From an optimization exercise on the open Yosys and OpenROAD flow, aimed at small area, a short achievable clock period and few clock cycles per item; shortcuts taken in it are not production practice. At most, simulation tests tie the RTL to the original design; equivalence was not proved. Only the layout flow was run in runs 2 and 3; the RTL was not checked for function there.

## flow/design.v (module list and top-level ports; edited modules follow where they fit)
// module joystick_to_arm_joint_rates: 245 lines
// module jaj_lane_p: 480 lines
// module jaj_lane_n: 480 lines
// module jaj_qest: 493 lines
// module jaj_qfix: 289 lines
module joystick_to_arm_joint_rates (
  input  logic                             clk,
  input  logic                             rst_n,
  input  logic                             in_tvalid,
  output logic                             in_tready,
  input  logic [jaj_pkg::IN_DATA_W-1:0]    in_tdata,
  output logic                             out_tvalid,
  input  logic                             out_tready,
  output logic [jaj_pkg::OUT_DATA_W-1:0]   out_tdata,
  input  logic                             cfg_we,
  input  logic [jaj_pkg::CFG_ADDR_W-1:0]   cfg_addr,
  input  logic [jaj_pkg::CFG_DATA_W-1:0]   cfg_wdata
);
  // ...
==> flow/run.sh <==
#!/bin/bash
# synth_recipe.tcl (not shown) runs the flow's synth.tcl, then flattens the netlist and writes it again
# the make line also repeats each setting of config.mk as NAME=value (left out here)
make -C /OpenROAD-flow-scripts/flow DESIGN_CONFIG=/design/flow/config.mk WORK_HOME=/design/flow/orfs CLKGATE_MAP_FILE= SYNTH_SCRIPT=/design/flow/synth_recipe.tcl finish
==> flow/config.mk <==
export PLATFORM = sky130hd
export DESIGN_NAME = joystick_to_arm_joint_rates
export DESIGN_NICKNAME = joystick_to_arm_joint_rates
export VERILOG_FILES = /design/flow/design.v
export SDC_FILE = /design/flow/constraint.sdc
export NUM_CORES = 4
export LEC_CHECK = 0
export ABC_AREA = 1
export CAP_MARGIN = 20
export CORE_MARGIN = 2
export CORE_UTILIZATION = 40
export SLEW_MARGIN = 20
==> flow/constraint.sdc <==
create_clock -name core_clock -period 6.0 [get_ports {clk}]
set_input_delay 1.2000 -clock core_clock [delete_from_list [all_inputs] [get_ports {clk}]]
set_output_delay 1.2000 -clock core_clock [all_outputs]
set_load 0.01 [all_outputs]
==> run_results.csv, run 1 <==
group,metric,value,unit
status,status,"timing/DRC/antenna clean",
critical_path,endpoint_kind,"flop",
yosys,syn_inst,9177,
critical_path,r2r-end,"out_r[46]",
cts,post_cts.repair.setup_buffers,0,
finish,stdcell_count,11940,
critical_path,worstReg2RegStart,"d_pay[52]",
placed_design,placed_area,81200,um2
yosys,synth_top_family_by_area,"adder cells",
placed_design,place_inst,11790,
finish,buffer_area_frac,0.06660,
finish,top_register,"out_r",
placed_design,dp_hpwl,187.1,mm
timing,timing.final.max_slew_violations,0,
critical_path,crit_start,"d_pay[52]",
yosys,synth_edf_count,418,
yosys,avgSynthCellArea,8.114,um2
timing,fin_ws,239.5,ps
yosys,netlist_area,74470,um2
critical_path,cp_data_required_time,6470,ps
drt,highest_layer,"met5",
finish,fin_util,0.4523,
timing,period_share,0.9601,
finish,final_nets,10760,
yosys,synth_seq_area_share,0.2097,
Testbench counts, summed over its fixed seeds: cycles 8,251, items 8,000.
==> module joystick_to_arm_joint_rates, before the edit <==
module joystick_to_arm_joint_rates (
  input  logic                             clk,
  input  logic                             rst_n,
  input  logic                             in_tvalid,
  output logic                             in_tready,
  input  logic [jaj_pkg::IN_DATA_W-1:0]    in_tdata,
  output logic                             out_tvalid,
  input  logic                             out_tready,
  output logic [jaj_pkg::OUT_DATA_W-1:0]   out_tdata,
  input  logic                             cfg_we,
  input  logic [jaj_pkg::CFG_ADDR_W-1:0]   cfg_addr,
  input  logic [jaj_pkg::CFG_DATA_W-1:0]   cfg_wdata
);
  localparam int PW = 80 + 2 + 2 + 1;    
  logic               thr_en_r;
  logic signed [15:0] thr_min_r, thr_max_r;
  logic [7:0]         claw_min_r, claw_max_r, claw_port_r;
  logic               wr_thr;
  assign wr_thr = cfg_we && (cfg_addr == 3'd1 || cfg_addr == 3'd2);
  always_ff @(posedge clk) begin
    if (!rst_n) begin
      thr_en_r    <= 1'b1;
      thr_min_r   <= -16'sd32768;
      thr_max_r   <= 16'sd32767;
      claw_min_r  <= 8'd8;
      claw_max_r  <= 8'd63;
      claw_port_r <= 8'd12;
    end else if (cfg_we) begin
      case (cfg_addr)
        3'd0: thr_en_r    <= cfg_wdata[0];
        3'd1: thr_min_r   <= cfg_wdata;
        3'd2: thr_max_r   <= cfg_wdata;
        3'd3: claw_min_r  <= cfg_wdata[7:0];
        3'd4: claw_max_r  <= cfg_wdata[7:0];
        3'd5: claw_port_r <= cfg_wdata[7:0];
        default: ;
      endcase
    end
  end
  typedef enum logic [1:0] {CU_IDLE, CU_NORM, CU_DIV} cu_t;
  cu_t         cu_st;
  logic        cu_gt;      
  logic [3:0]  cu_k;       
  logic [15:0] cu_rn;      
  logic [15:0] cu_minn;    
  logic [15:0] cu_rf;      
  logic [16:0] cu_rem;
  logic [2:0]  cu_cnt;
  logic signed [16:0] wr_diff;
  assign wr_diff = (cfg_addr == 3'd2) ? 17'(signed'(cfg_wdata)) - 17'(thr_min_r)
                                      : 17'(thr_max_r) - 17'(signed'(cfg_wdata));
  always_ff @(posedge clk) begin
    if (!rst_n) begin
      cu_st   <= CU_IDLE;
      cu_gt   <= 1'b1;
      cu_k    <= 4'd0;
      cu_rn   <= 16'hffff;
      cu_minn <= 16'h8000;
      cu_rf   <= 16'd1;
      cu_rem  <= '0;
      cu_cnt  <= '0;
    end else if (wr_thr) begin
      cu_gt   <= (wr_diff > 17'sd0);
      cu_st   <= (wr_diff > 17'sd0) ? CU_NORM : CU_IDLE;
      cu_rn   <= wr_diff[15:0];
      cu_minn <= (cfg_addr == 3'd1) ? cfg_wdata : thr_min_r;
      cu_k    <= 4'd0;
    end else begin
      case (cu_st)
        CU_NORM: begin
          if (cu_rn[15]) begin
            cu_rem <= 17'h10000 - 17'(cu_rn);
            cu_cnt <= '0;
            cu_st  <= CU_DIV;
          end else if (cu_rn[15:8] == 8'd0) begin
            cu_rn <= cu_rn << 8; cu_minn <= cu_minn << 8; cu_k <= cu_k + 4'd8;
          end else if (cu_rn[15:12] == 4'd0) begin
            cu_rn <= cu_rn << 4; cu_minn <= cu_minn << 4; cu_k <= cu_k + 4'd4;
          end else begin
            cu_rn <= cu_rn << 1; cu_minn <= cu_minn << 1; cu_k <= cu_k + 4'd1;
          end
        end
        CU_DIV: begin
          logic [16:0] r1, r2;
          logic [17:0] t1, t2;
          logic        b1, b2;
          t1 = {cu_rem, 1'b0} - {2'b00, cu_rn};
          b1 = !t1[17];
          r1 = b1 ? t1[16:0] : {cu_rem[15:0], 1'b0};
          t2 = {r1, 1'b0} - {2'b00, cu_rn};
          b2 = !t2[17];
          r2 = b2 ? t2[16:0] : {r1[15:0], 1'b0};
          cu_rem <= r2;
          cu_rf  <= {cu_rf[13:0], b1, b2};
          cu_cnt <= cu_cnt + 3'd1;
          if (cu_cnt == 3'd7) cu_st <= CU_IDLE;
        end
        default: ;
      endcase
    end
  end
  logic byp;    
  assign byp = !thr_en_r || !cu_gt;
  logic out_valid_r, adv;
  assign adv        = !out_valid_r || out_tready;
  assign in_tready  = adv && (cu_st == CU_IDLE || byp || (cu_st == CU_DIV && cu_cnt == 3'd7));
  assign out_tvalid = out_valid_r;
  logic [PW-1:0] a_pay;
  logic [15:0]   a_dn;
  always_comb begin
    logic signed [15:0] ax [6];
    logic [5:0]         btn;
    logic signed [15:0] thr, xb, xr, xs, xu, xe;
    logic               fwd, bwd, tsgn, tnz, full;
    for (int i = 0; i < 6; i++) ax[i] = in_tdata[i*16 +: 16];
    btn  = in_tdata[101:96];
    thr  = ax[5];
    full = byp || (thr >= thr_max_r);
    if (thr <= thr_min_r) a_dn = '0;
    else                  a_dn = 16'(thr << cu_k) - cu_minn;
    fwd = btn[4];
    bwd = btn[5];
    xb  = ax[0];
    xr  = ax[1];
    xe  = (ax[4] >= jaj_pkg::DZ_EL || ax[4] <= -jaj_pkg::DZ_EL) ? ax[4] : 16'sd0;
    if (fwd) begin
      xs = jaj_pkg::K_SH_FWD; xu = jaj_pkg::K_UA_FWD; tsgn = 1'b1; tnz = 1'b1;
    end else if (bwd) begin
      xs = jaj_pkg::K_SH_BWD; xu = jaj_pkg::K_UA_BWD; tsgn = 1'b0; tnz = 1'b1;
    end else begin
      xs   = (ax[2] >= jaj_pkg::DZ_SH || ax[2] <= -jaj_pkg::DZ_SH) ? ax[2] : 16'sd0;
      xu   = ax[3];
      tsgn = btn[1];
      tnz  = btn[0] ^ btn[1];
    end
    a_pay = {btn[3:2], tnz, tsgn, xe, xu, xs, xr, xb, full};
  end
  logic [PW-1:0] b_pay, c_pay, d_pay;
  logic          b_v, c_v, d_v;
  logic [15:0]   b_dn;
  logic [15:0]   c_qe;
  logic          c_d0;
  logic [16:0]   d_q;
  logic [15:0] b_qe;
  jaj_qest u_qest (.d(b_dn), .rf(cu_rf), .qe(b_qe));
  logic [16:0] c_q;
  logic        c_c;
  jaj_qfix u_qfix (.qe(c_qe), .d0(c_d0), .rn(cu_rn), .c(c_c));
  logic [16:0] c_qe1;
  assign c_qe1 = 17'(c_qe) + 17'd1;
  assign c_q   = c_pay[0] ? 17'h10000 : (c_c ? c_qe1 : 17'(c_qe));
  always_ff @(posedge clk) begin
    if (!rst_n) begin
      b_v <= 1'b0; c_v <= 1'b0; d_v <= 1'b0;
    end else if (adv) begin
      b_v <= in_tvalid && in_tready;
      c_v <= b_v;
      d_v <= c_v;
    end
    if (adv) begin
      b_pay <= a_pay; b_dn <= a_dn;
      c_pay <= b_pay; c_qe <= b_qe; c_d0 <= b_dn[0];
      d_pay <= c_pay; d_q <= c_q;
    end
  end
  logic [16:0] tb, ts, tr, tu, te;
  jaj_lane_n u_base  (.x(d_pay[16:1]),  .q(d_q), .t(tb));
  jaj_lane_p u_roll  (.x(d_pay[32:17]), .q(d_q), .t(tr));
  jaj_lane_n u_shldr (.x(d_pay[48:33]), .q(d_q), .t(ts));
  jaj_lane_p u_upper (.x(d_pay[64:49]), .q(d_q), .t(tu));
  jaj_lane_p u_elbow (.x(d_pay[80:65]), .q(d_q), .t(te));
  function automatic logic [15:0] neg_sat(input logic [16:0] t);
    neg_sat = (t[16] != t[15]) ? 16'h7fff : ~t[15:0];
  endfunction
  logic [15:0] lane [6];
  logic        tsgn, tnz, bopen, bclose;
  always_comb begin
    logic [16:0] tmag;
    lane[0] = neg_sat(tb);
    lane[1] = neg_sat(ts);
    lane[2] = tu[15:0];
    lane[3] = te[15:0];
    lane[5] = tr[15:0];
    tsgn   = d_pay[81];
    tnz    = d_pay[82];
    bopen  = d_pay[83];
    bclose = d_pay[84];
    tmag   = 17'((18'(d_q) + 18'd1) >> 1);
    if (!tnz)          lane[4] = '0;
    else if (tsgn)     lane[4] = 16'(-tmag);
    else if (tmag[15]) lane[4] = 16'h7fff;
    else               lane[4] = tmag[15:0];
  end
  logic [7:0]        claw_pos_r, claw_pos_nxt;
  logic              latch_r, latch_nxt, claw_req, claw_lim;
  logic signed [8:0] cdiff, step;
  logic signed [9:0] up_tgt, dn_tgt, step_ext, pos_x;
  logic              up_ok, dn_ok;
  always_ff @(posedge clk) begin
    step <= (cdiff + signed'({8'd0, cdiff[8]})) >>> 1;
  end
  always_comb begin
    cdiff    = signed'({1'b0, claw_max_r}) - signed'({1'b0, claw_min_r});
    step_ext = 10'(step);
    pos_x    = signed'({2'b00, claw_pos_r});
    up_tgt   = pos_x + step_ext;
    dn_tgt   = pos_x - step_ext;
    up_ok    = (up_tgt <= signed'({2'b00, claw_max_r})) && (up_tgt >= 0) && (up_tgt <= 255);
    dn_ok    = (dn_tgt >= signed'({2'b00, claw_min_r})) && (dn_tgt >= 0) && (dn_tgt <= 255);
    claw_pos_nxt = claw_pos_r;
    latch_nxt    = latch_r;
    claw_req     = 1'b0;
    claw_lim     = 1'b0;
    if (bopen && !latch_r) begin
      latch_nxt = 1'b1;
      if (!up_ok) claw_lim = 1'b1;
      else if (step != 0) begin claw_pos_nxt = up_tgt[7:0]; claw_req = 1'b1; end
    end else if (bclose && !latch_r) begin
      latch_nxt = 1'b1;
      if (!dn_ok) claw_lim = 1'b1;
      else if (step != 0) begin claw_pos_nxt = dn_tgt[7:0]; claw_req = 1'b1; end
    end else if (!bopen && !bclose) begin
      latch_nxt = 1'b0;
    end
  end
  logic load;
  assign load = adv && d_v;
  logic [113:0] out_r;
  always_ff @(posedge clk) begin
    if (!rst_n) begin
      out_valid_r <= 1'b0;
      claw_pos_r  <= 8'd63;
      latch_r     <= 1'b0;
    end else begin
      if (adv) out_valid_r <= d_v;
      if (load) begin
        claw_pos_r <= claw_pos_nxt;
        latch_r    <= latch_nxt;
      end
    end
    if (load) out_r <= {claw_lim, claw_port_r, claw_pos_nxt, claw_req,
                        lane[5], lane[4], lane[3], lane[2], lane[1], lane[0]};
  end
  assign out_tdata = {6'd0, out_r};
endmodule
==> inputs of run 2 (changes only) <==
--- a/flow/design.v
+++ b/flow/design.v
@@ -211,16 +211,16 @@
   logic signed [9:0] up_tgt, dn_tgt, step_ext, pos_x;
   logic              up_ok, dn_ok;
   always_ff @(posedge clk) begin
-    step <= (cdiff + signed'({8'd0, cdiff[8]})) >>> 1;
+    step <= (cdiff + $signed({8'd0, cdiff[8]})) >>> 1;
   end
   always_comb begin
-    cdiff    = signed'({1'b0, claw_max_r}) - signed'({1'b0, claw_min_r});
+    cdiff    = $signed({1'b0, claw_max_r}) - $signed({1'b0, claw_min_r});
     step_ext = 10'(step);
-    pos_x    = signed'({2'b00, claw_pos_r});
+    pos_x    = $signed({2'b00, claw_pos_r});
     up_tgt   = pos_x + step_ext;
     dn_tgt   = pos_x - step_ext;
-    up_ok    = (up_tgt <= signed'({2'b00, claw_max_r})) && (up_tgt >= 0) && (up_tgt <= 255);
-    dn_ok    = (dn_tgt >= signed'({2'b00, claw_min_r})) && (dn_tgt >= 0) && (dn_tgt <= 255);
+    up_ok    = (up_tgt <= $signed({2'b00, claw_max_r})) && (up_tgt >= 0) && (up_tgt <= 255);
+    dn_ok    = (dn_tgt >= $signed({2'b00, claw_min_r})) && (dn_tgt >= 0) && (dn_tgt <= 255);
     claw_pos_nxt = claw_pos_r;
     latch_nxt    = latch_r;
     claw_req     = 1'b0;
==> run 2 against run 1 <==
  * Sequential share of layout area unchanged
  * First-iteration DRC count unchanged
==> run_results.csv, run 2 <==
group,metric,value,unit
status,status,"timing/DRC/antenna clean",
yosys,synth_seq_area_share,0.2097,
global_routing,antenna_found_initial,8,
cts,hold_buffers,0,
timing,slew_headroom,0.3114,
finish,layout_common_cells,"1504 x inv_1, 1206 x nand2_1, 1029 x xor2_1",
yosys,syn_inst,9177,
cts,clk_latency,730,ps
critical_path,arrival,6230,ps
yosys,synthTopCellsByCount,"1518 x inv_1, 1206 x nand2_1, 1029 x xor2_1",
drt,first_pass_iters,6,
critical_path,worst-path-max-fanout,9,
global_routing,grt_pass1_vias,65040,
timing,finalHoldViolCount,0,
finish,top_register,"out_r",
yosys,synthTopCellsByArea,"fa_1 18%, edfxtp_1 17%, xor2_1 12%, ha_1 9.6%, inv_1 7.7%",
timing,setup_violations,0,
finish,final_nets,10760,
finish,area_growth,12.52,%
critical_path,cp_slowest_cell,"fa_1",
floorplan,start_util,0.4020,
global_routing,grt_pass1_wl,369.9,mm
floorplan,core_area,185200,um2
timing,period_share,0.9601,
cts,cts_tree,"built",
finish,largest_register_ffs,114,
yosys,synth_top_area_frac,0.1780,
timing,timing.final.max_slew_violations,0,
floorplan,fp.dieH,435.5,um
drt,num_vias,65380,
timing,rsz0062_at_grt,"false",
global_routing,grt_usage,0.2455,
critical_path,endpoint_kind,"flop",
finish,drive_above_1_share,0.06514,
cts,cts_max_level,3,
cts,path_clk_slew,60,ps
placed_design,dp_hpwl,187.1,mm
drt,viasPerCell,5.477,
drt,ant_nets,0,
critical_path,cp_cell_sequence,"nand2_1 > inv_1 > nor2_1 > clkinvlp_4 > buf_4 > o22ai_1 > xor2_1 > fa_1 > fa_1 > inv_1 > fa_1 > fa_1 > ha_1 > a21oi_1 > o21ai_0 > inv_1 > o31ai_1 > nand2_1 > nand3_1 > a21oi_1 > o21ai_0 > xor2_1",
hold_path,hp-class,"reg2reg",
timing,period_minus_slack,5760,ps
critical_path,cp_data_required_time,6470,ps
yosys,avgSynthCellArea,8.114,um2
cts,cts_buffers,72,
cts,cts_max_path_buffers,3,
yosys,netlist_area,74470,um2
timing,final.setup_skew,60.80,ps
floorplan,die_area,189600,um2
cts,cts_sinks,571,
finish,top_regs,"out_r (114), b_pay (85), c_pay (85)",
placed_design,port_buffers,241,
yosys,synth_edf_count,418,
timing,worstMarginPinSlew,1033,ps
global_routing,grt_overflow_total,0,
critical_path,worstSetupStartpointType,"flop",
yosys,async_flop_share,0,
run,maxCapViolCount,0,
drt,drtIter0Drc,5522,
drt,wl_per_cell,19.89,um
yosys,synth_warnings,3,
floorplan,die_x,435.5,um
critical_path,crit_top_cell,"fa_1",
yosys,yosysTopAreaCell,"fa_1",
drt,wirelength,237.5,mm
floorplan,placement_rows,158,
yosys,yosysMostFrequentCell,"inv_1",
yosys,ys_ff_latch,571,
timing,max_freq,173.6,MHz
yosys,ys_types,73,
drt,drc_errors,0,
critical_path,cpPeakStageDelay,540,ps
timing,tns,0,ps
finish,mostFrequentLayoutCell,"inv_1",
critical_path,worstSetupPathType,"reg2reg",
cts,cts-root-buf,"clkbuf_16",
floorplan,pin_count,250,
global_routing,grt_max_degree,100,
placed_design,routabilityCongestion,0.9462,
yosys,synth_ff_type,"edfxtp_1",
## run 2: cell counts after synthesis
Identical to the previous run, type by type.
## run 2: layer usage
layer / GRT usage / part of all wire / up-vias
li1: - / - / 30830
met1: 0.3227 / 0.42 / 31610
met2: 0.4037 / 0.47 / 2457
met3: 0.03358 / 0.064 / 488
met4: 0.1049 / 0.046 / 2
met5: 0 / 0.000055 / -
## run 2: worst paths after layout
check                           startpoint        end  slack, ps  cells after the start
worst min register to register   c_pay[24]  d_pay[24]        380                      0
worst max register to register   d_pay[52]  out_r[46]        240                     22
worst max-delay path             d_pay[52]  out_r[46]        240                     22
worst min-delay path             c_pay[24]  d_pay[24]        380                      0
## run 2: logic make-up (layout without fill, tap and decap cells)
kind of cell               Yosys count  in the layout  synth area share
and+or+nand+nor                   2168           2168            0.1210
buffers and inverters             2076           2350            0.1061
AOI/OAI and AO/OA                 2032           2032            0.1604
adders and majority gates         1231           1231            0.2736
xor gates and xnor gates          1093           1093            0.1286
DFF                                571            571            0.2097
muxes                                5              5         0.0006889
other                                1              8        0.00005036
## run 2: layout make-up
class                           instances  area, um2
Fill cell                           18280     101400
Multi-Input combinational cell       6535      51030
Sequential cell                       571      15620
Inverter                             1613       6092
Timing Repair Buffer                  605       5580
Tap cell                             2480       3103
Clock buffer                           79       1828
Clock inverter                         53      531.8
Antenna cell                            2      5.005
## run 2: through the flow
| step | cells | hold WS, ps | cell area [um2] | setup WS (ps) | utilization |
|---|---|---|---|---|---|
| after global placement | 11790 | 401.2 | 81190 | 122.6 | 0.4383 |
| after global routing | 11940 | 384.8 | 83790 | 6.963 | 0.4523 |
| final | 11940 | 377.3 | 83790 | 239.5 | 0.4523 |
| after CTS | 11920 | 375.1 | 83560 | 144.0 | 0.4511 |
| after floorplan | 9182 | 400.3 | 74500 | -323.9 | - |
| after detailed placement | 11790 | 404.5 | 81200 | 225.0 | 0.4383 |
## run 2: timing repair
item	CTS	global route
resized for setup	0	28
buffers inserted	0	18
setup endpoints to repair	0	37
## run 2: critical path, delay by kind of cell (launching register included)
kind            cells  cell delay (ps)
fa+ha+maj           5             2310
simple gates        4              620
buf+inv             5              660
flops               1              490
compound gates      6             1100
xor+xnor            2              310
==> inputs of run 3 (changes only) <==
--- a/flow/config.mk
+++ b/flow/config.mk
@@ -5,7 +5,6 @@
 export SDC_FILE = /design/flow/constraint.sdc
 export NUM_CORES = 4
 export LEC_CHECK = 0
-export ABC_AREA = 1
 export CAP_MARGIN = 20
 export CORE_MARGIN = 2
 export CORE_UTILIZATION = 40
==> run 3 against run 2 <==
  * Via count grew 19%
  * Synthesized cell count grew 13%
  * Clock-buffer cell count grew 8
  * Now fails the layout checks on setup timing
  * Final cell count grew 15%
  * Critical endpoint is now out_r[27]
  * Global-route usage grew 1.8 points
  * Flip-flop and latch count is the same
  * Critical path depth grew 3
  * Critical path type unchanged
  * Cell area grew 18%
  * Register-to-register slack lost 270 ps
  * Clock skew grew 3.4 ps
==> run_results.csv, run 3 <==
group,metric,value,unit
yosys,synth_ff_type,"edfxtp_1",
yosys,netlist_area,80920,um2
finish,mostFrequentLayoutCell,"nand2_1",
timing,fin_ws,-32.70,ps
run,maxCapViolCount,0,
floorplan,placement_rows,165,
cts,cts_max_level,3,
status,so_faults,"setup timing",
yosys,synth_edf_count,418,
finish,largest_register_ffs,114,
critical_path,cp_data_required_time,6450,ps
floorplan,die_x,453.8,um
drt,num_vias,77830,
finish,top_regs,"out_r (114), b_pay (85), c_pay (85)",
cts,hold_buffers,0,
floorplan,fp.dieH,453.8,um
critical_path,critical_path_buf_inv_count,5,
timing,rsz0062_at_grt,"true",
cts,path_clk_slew,60,ps
cts,cts_max_path_buffers,3,
global_routing,grt_usage,0.2633,
yosys,async_flop_share,0,
yosys,ys_types,97,
critical_path,worstSetupStartpointType,"flop",
placed_design,place_inst,13440,
cts,cts_buffers,75,
finish,top_register,"out_r",
timing,period_minus_slack,6033,ps
yosys,avgSynthCellArea,7.832,um2
critical_path,worst-path-max-fanout,8,
drt,wirelength,278.8,mm
yosys,yosysTopAreaCell,"fa_1",
hold_path,hp-class,"reg2reg",
finish,drive_above_1_share,0.1791,
drt,drc_errors,0,
placed_design,dp_worst_setup_slack,-465.1,ps
floorplan,die_area,205900,um2
global_routing,antenna_found_initial,6,
yosys,synth_top_area_frac,0.1638,
timing,whs,392.0,ps
timing,setup_violations,7,
critical_path,cpPeakStageDelay,580,ps
timing,finalHoldViolCount,0,
timing,slew_headroom,0.2323,
timing,timing.final.max_slew_violations,0,
cts,cts_tree,"built",
status,status,"finished with violations",
drt,first_pass_iters,9,
global_routing,grt_pass1_wl,430.0,mm
finish,fillers,19180,
floorplan,core_area,201700,um2
critical_path,path_delay_family,"adder cells",
yosys,yosysMostFrequentCell,"nand2_1",
critical_path,arrival,6480,ps
critical_path,cp_slowest_cell,"fa_1",
drt,viasPerCell,5.683,
floorplan,pin_count,250,
yosys,synthTopCellsByArea,"fa_1 16%, edfxtp_1 16%, ha_1 8.8%, nand2_1 6.0%, inv_1 5.1%",
timing,period_share,1.005,
finish,stdcell_count,13700,
placed_design,routabilityCongestion,0.9383,
critical_path,endpoint_kind,"flop",
critical_path,worstSetupPathType,"reg2reg",
drt,wl_per_cell,20.36,um
finish,layout_common_cells,"1260 x nand2_1, 1147 x buf_4, 1084 x inv_1",
floorplan,start_util,0.4012,
finish,area_growth,22.39,%
global_routing,grt_pass1_vias,74900,
cts,clk_latency,740,ps
placed_design,dp_hpwl,214.0,mm
yosys,syn_inst,10330,
global_routing,grt_overflow_total,0,
yosys,ys_ff_latch,571,
drt,ant_nets,0,
cts,cts_sinks,571,
yosys,synth_warnings,3,
finish,final_nets,12320,
placed_design,port_buffers,241,
critical_path,crit_top_cell,"fa_1",
drt,drtIter0Drc,7089,
critical_path,r2r_slack,-30,ps
cts,cts-root-buf,"clkbuf_16",
global_routing,grt_max_degree,128,
finish,fin_util,0.4910,
timing,max_freq,165.8,MHz
yosys,synthTopCellsByCount,"1298 x nand2_1, 1109 x inv_1, 891 x nor2_1",
timing,final.setup_skew,64.23,ps
timing,worstMarginPinSlew,1148,ps
yosys,synth_seq_area_share,0.1930,
[run 3: changes by cell type in the layout (fill, tap and decap cells not counted), moves of 259 or more]
cell | previous run | this run
xor2_1 | 1029 | 160
buf_4 | 326 | 1147
o22ai_1 | 828 | 96
a22oi_1 | 1 | 431
inv_1 | 1504 | 1084
nor2_1 | 497 | 845
a21oi_1 | 534 | 793
[run 3: cell families after synthesis]
family	Yosys count	share of synthesized area
adder cells (fa/ha/maj)	1294	0.2595
XOR/XNOR	406	0.04430
multiplexers	128	0.01654
other	1	0.00004634
AND/OR/NAND/NOR	2721	0.1409
AO/OA/AOI/OAI	3076	0.2457
buffers and inverters	2135	0.09998
flip-flops	571	0.1930
[run 3: timing repair]
action / 4_1_cts / 5_1_grt
gates resized for setup: 270 / 428
pin swaps: 105 / 181
buffers inserted: 70 / 42
gates cloned: 2 / 7
endpoints found under the setup margin: 51 / 88
[run 3: worst paths after layout]
kind              startpoint         to  cells past startpoint
setup / recovery   d_pay[36]  out_r[27]                     25
hold / removal     c_pay[65]  d_pay[65]                      0
setup reg to reg   d_pay[36]  out_r[27]                     25
hold reg to reg    c_pay[65]  d_pay[65]                      0
[run 3: metal layers]
| metal | vias up | part of all wire | global-route usage |
|---|---|---|---|
| li1 | 36860 | - | - |
| met1 | 37670 | 0.43 | 0.3520 |
| met2 | 2785 | 0.47 | 0.4320 |
| met3 | 518 | 0.058 | 0.02833 |
| met4 | 4 | 0.043 | 0.1115 |
| met5 | - | 0.00011 | 0 |
[run 3: cell type report]
type / instances / area (um2) / share of cell area
inverter: 1118 / 4218 / 0.04259
clock buffer: 87 / 1963 / 0.01982
clock inverter: 51 / 615.6 / 0.006216
antenna: 2 / 5.005 / 0.00005053
sequential: 571 / 15620 / 0.1577
multi-input combinational: 7631 / 59340 / 0.5991
tap: 2672 / 3343 / 0.03376
timing repair buffer: 1564 / 13930 / 0.1407
[run 3: through the flow]
stage,cell area (um2),setup TNS (ps)
after CTS,97070,-1199
final,99040,-119.1
after global routing,99040,-5958
after global placement,93080,-10600
after detailed placement,93080,-12890
after floorplan,81090,-384100

## static timing again, ports no longer ideal
The results above use ideal ports. As a check the final layouts listed here were re-extracted and re-timed, cells and wires unchanged. Step 1: set_driving_cell puts a clkbuf_16 on clk and a buf_2 on each other input, an assumption about the parent block. Step 2 times the ports against the registers' clock, not the clock port: input delays grow and output delays shrink by t, the midpoint of the rising clock arrivals with the driver on. Three values: ideal ports, drivers, drivers and shift; two values: the first two.
| run | t, ns | setup WS [ns] | worst setup path after step 2 | worst data-port slew with drivers (ns) |
|---|---|---|---|---|
| run 1 | 0.792 | 0.240 / 0.240 / 0.240 | register to register | 0.15 |
| run 2 | 0.792 | 0.240 / 0.240 / 0.240 | register to register | 0.15 |
| run 3 | 0.797 | -0.033 / -0.033 / -0.033 | register to register | 0.18 |
